Context: an optimization exercise on an open-source flow, tuned for small area, a short achievable clock period and few clock cycles. The choices shown serve that exercise and are no tape-out recipe.
The RTL was checked by simulation tests, not by an equivalence proof against the original design.

==> flow/design.v, too long to show whole: its modules and the start of the top module <==
// module cosinos_datapath: 2577 lines
// module cosinos_core: 53 lines
module cosinos_core (
  input  logic            clk,
  input  logic            rst,
  input  logic            start,
  input  logic [cosinos_pkg::X_W-1:0]  x,
  input  logic [cosinos_pkg::Y_W-1:0]  y,
  output logic [1:0]      intpart,
  output logic [7:0]      fracpart,
  output logic            done
);
  // ...
==> flow/run.sh <==
#!/bin/bash
# synth_recipe.tcl (not shown) runs the flow's synth.tcl, then flattens the netlist and writes it again
# the make line also repeats each setting of config.mk as NAME=value (left out here)
make -C /OpenROAD-flow-scripts/flow DESIGN_CONFIG=/design/flow/config.mk WORK_HOME=/design/flow/orfs CLKGATE_MAP_FILE= SYNTH_SCRIPT=/design/flow/synth_recipe.tcl finish
==> flow/config.mk <==
export PLATFORM = sky130hd
export DESIGN_NAME = cosinos_core
export DESIGN_NICKNAME = cosinos_core
export VERILOG_FILES = /design/flow/design.v
export SDC_FILE = /design/flow/constraint.sdc
export NUM_CORES = 4
export LEC_CHECK = 0
export CAP_MARGIN = 20
export CORE_MARGIN = 2
export CORE_UTILIZATION = 40
export SLEW_MARGIN = 20
==> flow/constraint.sdc <==
create_clock -name core_clock -period 11.0 [get_ports {clk}]
set_input_delay 2.2000 -clock core_clock [delete_from_list [all_inputs] [get_ports {clk}]]
set_output_delay 2.2000 -clock core_clock [all_outputs]
set_load 0.01 [all_outputs]
==> flow_metrics.env, run 1 <==
export IMPL_routed_wl_mm=72.89
export IMPL_critPathCapture="u_dp.u[20]"
export IMPL_inverters=409
export IMPL_multi_input_gates=2026
export IMPL_syn_num_nets=3261
export IMPL_postLayoutCellArea_um2=25910
export IMPL_crit_start="u_dp.m1_one[1]"
export IMPL_largest_register="u_dp.u"
export IMPL_dp_cells=3451
export IMPL_die_area_um2=60480
export IMPL_clk_insertion_delay_late_ps=370
export IMPL_crit_arrival_ps=10990
export IMPL_post_route_util_pct=44.83
export IMPL_outcome="complete, no violations"
export IMPL_synth_area_top_cells="fa_1, ha_1, xnor2_1"
export IMPL_pin_count=32
export IMPL_max_cap_violations=0
export IMPL_start_util_pct=40.50
export IMPL_worst_path_stages=42
export IMPL_multi_input_area_um2=19390
export IMPL_hold_start="n[0]"
Testbench counts, summed over its fixed seeds: cycles 11,515.
==> module cosinos_core, before the edit <==
module cosinos_core (
  input  logic            clk,
  input  logic            rst,
  input  logic            start,
  input  logic [cosinos_pkg::X_W-1:0]  x,
  input  logic [cosinos_pkg::Y_W-1:0]  y,
  output logic [1:0]      intpart,
  output logic [7:0]      fracpart,
  output logic            done
);
  logic       busy;     
  logic       have;     
  logic       fin;      
  logic [2:0] n;        
  logic       stop_u;
  logic       last;
  logic [cosinos_pkg::SUM_W-1:0] sum;
  assign last = stop_u | fin;
  cosinos_datapath u_dp (
    .clk    (clk),
    .start  (start),
    .add    (busy & ~last),
    .x      (x),
    .y      (y),
    .n      (n),
    .stop_u (stop_u),
    .sum    (sum)
  );
  assign done     = have | (busy & last);
  assign intpart  = sum[17:16];
  assign fracpart = sum[15:8];
  always_ff @(posedge clk) begin
    if (rst) begin
      busy <= 1'b0;
      have <= 1'b0;
      fin  <= 1'b0;
    end else if (start) begin
      busy <= 1'b1;
      have <= 1'b0;
      fin  <= 1'b0;
    end else if (busy) begin
      if (last) begin
        busy <= 1'b0;
        have <= 1'b1;
      end
      fin <= ~last & (n == 3'd0);
    end
  end
  always_ff @(posedge clk) begin
    if (start) n <= 3'd1;
    else       n <= n + 3'd1;
  end
endmodule
==> inputs of run 2 (changes only) <==
--- a/flow/design.v
+++ b/flow/design.v
@@ -9,18 +9,26 @@
 module cosinos_datapath (
   input  logic        clk,
   input  logic        start,    
   input  logic        add,      
   input  logic [9:0]  x,
   input  logic [7:0]  y,
   input  logic [2:0]  n,        
   output logic        stop_u,   
-  output logic [17:0] sum
+  output logic        pstop,    
+  output logic [9:0]  res       
 );
+  logic [17:0]        sum;
+  logic [17:0]        diff;
+  logic               en_r;
+  logic signed [11:0] ylog_r;
+  logic [8:0]         ulog, xlog, ylog;
+  logic [20:0]        uabs;
+  logic signed [11:0] kn;
   logic [7:0]         y_r;
   logic signed [20:0] u;
   logic [10:0]        m1_one, m1_two, m1_neg;
   logic [19:0]        x2_in, sq_s, sq_c;
   logic [10:0]        m1_one_in, m1_two_in, m1_neg_in;
   logic [39:0]        a_s, a_c, a_sum;
   logic signed [23:0] p;
   logic [36:0]        b_s, b_c, b_sum;
@@ -2561,78 +2569,112 @@
   assign w1241 = w1183 ^ w1184 ^ x[8];
   assign w1242 = (w1183 & w1184) | (w1183 & x[8]) | (w1184 & x[8]);
   assign sq_s = {1'b0, w1186, w1185, w1241, w1239, w1237, w1235, w1233, w1231, w1229, w1227, w1225, w1223, w1221, w1219, w1217, w1143, w1142, 1'b0, x[0]};
   assign sq_c = {1'b0, x[9], w1242, w1240, w1238, w1236, w1234, w1232, w1230, w1228, w1226, w1224, w1222, w1220, w1218, x[2], 1'b0, x[1], 1'b0, 1'b0};
   assign x2_in = sq_s + sq_c;
   assign b_sum = b_s + b_c;
   assign stop_u = ($signed(u[20:8]) < $signed({5'd0, y_r}))
                 & ($signed(u) + $signed({5'd0, y_r, 8'd0}) > 21'sd0);
+  assign uabs = u ^ {21{u[20]}};
+  cosinos_log2 #(.W(21)) u_lu (.v(uabs), .l(ulog));
+  cosinos_log2 #(.W(10)) u_lx (.v(x),    .l(xlog));
+  cosinos_log2 #(.W(8))  u_ly (.v(y),    .l(ylog));
+  always_comb begin
+    case (n)
+      3'd1: kn = -12'sd435;
+      3'd2: kn = -12'sd456;
+      3'd3: kn = -12'sd470;
+      3'd4: kn = -12'sd481;
+      3'd5: kn = -12'sd490;
+      3'd6: kn = -12'sd498;
+      3'd7: kn = -12'sd504;
+      default: kn = 12'sd0;
+    endcase
+  end
+  assign pstop = en_r & ($signed({3'd0, ulog}) + kn < ylog_r);
+  assign diff = sum - u[17:0];
+  assign res  = add ? diff[17:8] : sum[17:8];
   always_ff @(posedge clk) begin
     if (start) begin
+      en_r   <= (y != 8'd0) & (x != 10'd0) & (x < 10'd977);
+      ylog_r <= $signed({3'd0, ylog}) - $signed({2'd0, xlog, 1'b0}) - 12'sd2;
       y_r    <= y;
       m1_one <= m1_one_in;
       m1_two <= m1_two_in;
       m1_neg <= m1_neg_in;
     end
   end
   always_ff @(posedge clk) begin
     if (start) u <= {2'b00, x2_in[19:1]};
     else       u <= b_sum[36:16];
   end
   always_ff @(posedge clk) begin
     if (start)    sum <= 18'h10000;
-    else if (add) sum <= sum - u[17:0];
+    else if (add) sum <= diff;
+  end
+endmodule
+module cosinos_log2 #(
+  parameter int W = 21
+) (
+  input  logic [W-1:0] v,
+  output logic [8:0]   l
+);
+  logic [4:0]   e;
+  logic [W+3:0] vx;
+  always_comb begin
+    e = 5'd0;
+    for (int i = 1; i < W; i++) begin
+      if (v[i]) e = 5'(i);
+    end
   end
+  assign vx = {v, 4'd0};
+  assign l  = {e, vx[e +: 4]};
 endmodule
 module cosinos_core (
   input  logic            clk,
   input  logic            rst,
   input  logic            start,
   input  logic [cosinos_pkg::X_W-1:0]  x,
   input  logic [cosinos_pkg::Y_W-1:0]  y,
   output logic [1:0]      intpart,
   output logic [7:0]      fracpart,
   output logic            done
 );
   logic       busy;     
   logic       have;     
-  logic       fin;      
   logic [2:0] n;        
   logic       stop_u;
+  logic       pstop;
   logic       last;
-  logic [cosinos_pkg::SUM_W-1:0] sum;
-  assign last = stop_u | fin;
+  logic [9:0] res;
+  assign last = stop_u | pstop | (n == 3'd0);
   cosinos_datapath u_dp (
     .clk    (clk),
     .start  (start),
-    .add    (busy & ~last),
+    .add    (busy & ~stop_u),
     .x      (x),
     .y      (y),
     .n      (n),
     .stop_u (stop_u),
-    .sum    (sum)
+    .pstop  (pstop),
+    .res    (res)
   );
   assign done     = have | (busy & last);
-  assign intpart  = sum[17:16];
-  assign fracpart = sum[15:8];
+  assign intpart  = res[9:8];
+  assign fracpart = res[7:0];
   always_ff @(posedge clk) begin
     if (rst) begin
       busy <= 1'b0;
       have <= 1'b0;
-      fin  <= 1'b0;
     end else if (start) begin
       busy <= 1'b1;
       have <= 1'b0;
-      fin  <= 1'b0;
-    end else if (busy) begin
-      if (last) begin
-        busy <= 1'b0;
-        have <= 1'b1;
-      end
-      fin <= ~last & (n == 3'd0);
+    end else if (busy && last) begin
+      busy <= 1'b0;
+      have <= 1'b1;
     end
   end
   always_ff @(posedge clk) begin
     if (start) n <= 3'd1;
     else       n <= n + 3'd1;
   end
 endmodule
==> flow_metrics.env, run 2 <==
export IMPL_post_route_util_pct=44.23
export IMPL_syn_num_nets=3626
export IMPL_pin_count=32
export IMPL_synth_distinct_cells=83
export IMPL_synth_common_cells="inv_1, fa_1, xnor2_1"
export IMPL_dp_hpwl_mm=60.36
export IMPL_wl_per_cell_um=19.53
export IMPL_grt_max_degree=59
export IMPL_synth_cells=3072
export IMPL_dp_cells=3899
export IMPL_min_period_ps=10520
export IMPL_critPathSlowestCell="fa_1"
export IMPL_reg_top3="u_dp.u: 21 flops, u_dp.sum: 18 flops, u_dp.ylog_r: 12 flops"
export IMPL_die_h_um=258.2
export IMPL_place_congestion=0.9378
export IMPL_outcome="complete, no violations"
export IMPL_whs_ps=486.9
export IMPL_yosys_most_used_dff="edfxtp_1"
export IMPL_yosys_register_bits=94
export IMPL_cp_slowest_stage_delay_ps=550
export IMPL_coreArea_um2=64120
export IMPL_cp_start_kind="register"
export IMPL_first_pass_iters=8
export IMPL_die_area_um2=66640
export IMPL_placed_cell_area_um2=27720
export IMPL_max_cap_violations=0
export IMPL_drive_gt1_share_pct=9.114
export IMPL_finalHoldViolCount=0
export IMPL_start_util_pct=40.30
export IMPL_rows=93
export IMPL_netlist_area_leader_share_pct=23.01
export IMPL_cpMostUsedCell="fa_1"
export IMPL_fin_cells=3938
export IMPL_largest_register="u_dp.u"
export IMPL_via_count=22190
export IMPL_detail_route_antenna_nets=0
export IMPL_grt_overflow=0
export IMPL_period_share_pct=95.67
export IMPL_routed_wl_mm=76.93
export IMPL_holdCritPathClass="reg -> reg"
export IMPL_tightestPinTransition_ps=1032
export IMPL_cts_htree_levels=3
export IMPL_cts_tree="done"
export IMPL_grtUsageTotal_pct=22.83
export IMPL_r2r_start="u_dp.m1_two[2]"
export IMPL_max_slew_margin_pct=30.73
export IMPL_largest_reg_flops=21
export IMPL_fin_skew_ps=17.20
export IMPL_worstPathRequired_ps=11240
export IMPL_grt_pass1_wl_mm=120.4
export IMPL_drt_iter0_drc=1976
export IMPL_cts_root_buf="clkbuf_16"
export IMPL_syn_area_um2=25840
export IMPL_setup_violations_final=0
export IMPL_clk_insertion_delay_late_ps=370
export IMPL_drv_slew=0
export IMPL_crit_type="reg -> reg"
export IMPL_synth_largest_area_cell="fa_1"
export IMPL_numPortBuffers=31
export IMPL_syn_area_per_cell_um2=8.411
export IMPL_vias_per_cell=5.635
export IMPL_drc=0
export IMPL_synth_edff_count=50
export IMPL_cts_hold_fix_buffers=0
export IMPL_fmax_mhz=95.02
export IMPL_diodes=0
export IMPL_async_reset_ff_share_pct=0
export IMPL_crit_path_max_fanout=11
export IMPL_cts_made_buffers=9
export IMPL_crit_arrival_ps=10760
export IMPL_nets=3632
export IMPL_cts_num_sinks=94
export IMPL_synth_area_top_cells="fa_1, ha_1, xnor2_1"
export IMPL_synth_most_common_cell="inv_1"
export IMPL_clkTransAtPathRegs_ps=90
export IMPL_worst_slack_ps=476.4
export IMPL_final_common_cell="inv_1"
export IMPL_dieWidth_um=258.2
export IMPL_critPathCapture="u_dp.u[16]"
export IMPL_postLayoutCellArea_um2=28360
export IMPL_worst_r2r_cell_count=38
export IMPL_final_cell_mix="inv_1, fa_1, xnor2_1"
export IMPL_cp_end_kind="register"
export IMPL_cts_buffer_depth=2
export IMPL_area_delta_synth_final_pct=9.758
export IMPL_dp_slack_ps=249.1
export IMPL_grt_pass1_vias=21730
export IMPL_yosysSeqAreaShare_pct=9.220
export IMPL_regToRegEndpoint="u_dp.u[16]"
export IMPL_crit_start="u_dp.m1_two[2]"
export IMPL_ys_warn_count=5
export IMPL_antenna_found_initial=0
export IMPL_regToRegSetupSlack_ps=480
==> run 2: cell type report <==
type,instances,area [um^2]
flip-flops and latches,94,2395
repair buffers,216,1867
clock inverters,7,86.33
fillers,6390,35760
multi-input cells,2301,21000
inverters,456,1712
well taps,855,1070
clock buffers,9,225.2
==> run 2: timing repair <==
item | 4_1_cts | 5_1_grt
setup endpoints to repair | 0 | 15
setup buffers | 0 | 23
resized for setup | 0 | 22
==> run 2: cells by family after synthesis <==
group | share of synthesized area (%)
flops | 9.220
xor+xnor | 12.57
simple gates | 10.15
fa+ha+maj | 34.44
compound gates | 21.05
mux | 2.644
buf+inv | 9.932
==> run 2: per-stage QoR <==
step / TNS [ps]
finish: 0
global route: -27.53
CTS: 0
detailed placement: 0
global placement: 0
floorplan: 0
==> run 2: worst min-delay path by stage <==
| stage | slack (ps) | start | cells after the start | endpoint |
|---|---|---|---|---|
| 2_1_floorplan | 430 | n[0] | 1 | n[0] |
| 3_3_place_gp | 460 | n[0] | 1 | n[0] |
| 3_5_place_dp | 470 | n[0] | 1 | n[0] |
| 4_1_cts | 490 | n[0] | 1 | n[0] |
| 5_1_grt | 520 | n[0] | 1 | n[0] |
| 6_report | 490 | n[0] | 1 | n[0] |
==> run 2: critical path: cells and delay by family, from the launching register on <==
| family | cells | cell delay, ps |
|---|---|---|
| XOR/XNOR | 2 | 680 |
| adder cells (fa/ha/maj) | 11 | 5250 |
| flip-flops | 1 | 420 |
| AND/OR/NAND/NOR | 4 | 800 |
| AO/OA/AOI/OAI | 13 | 2410 |
| buffers and inverters | 8 | 850 |
==> run 2: metal layers <==
| layer | share of wire, % | wire length, um | GRT usage, % | vias up |
|---|---|---|---|---|
| met5 | 0.092 | 71 | 0.7835 | - |
| met4 | 2.6 | 1969 | 6.599 | 2 |
| met3 | 6.9 | 5301 | 3.799 | 113 |
| met2 | 46 | 35240 | 37.02 | 773 |
| met1 | 45 | 34340 | 31.23 | 10870 |
| li1 | - | - | - | 10430 |
Testbench counts of run 2, summed over its fixed seeds: cycles 9,086.

[port drivers added, routing unchanged]
The results above use ideal ports. As a check the final layouts listed here were re-extracted and re-timed, cells and wires unchanged.
Step 1 sets driving cells, clkbuf_16 on the clock port and buf_2 on the other inputs (assumed; they add their load-dependent delay and slew).
Step 2 times the ports against the registers' clock, not the clock port: input delays grow and output delays shrink by t, the midpoint of the rising clock arrivals with the driver on.
Three values: ideal, step 1, step 2; two values: the first two.
run	shift t [ns]	setup slack, ns	hold WS [ns]	worst register clock-pin slew, ns	worst slew at a driven data input, ns
run 1	0.412	0.306 / 0.306 / 0.306	0.438 / 0.438 / 0.438	0.08 / 0.08	0.05
run 2	0.413	0.476 / 0.476 / 0.476	0.487 / 0.487 / 0.487	0.09 / 0.09	0.04
After both steps setup and hold are still met in every run listed.
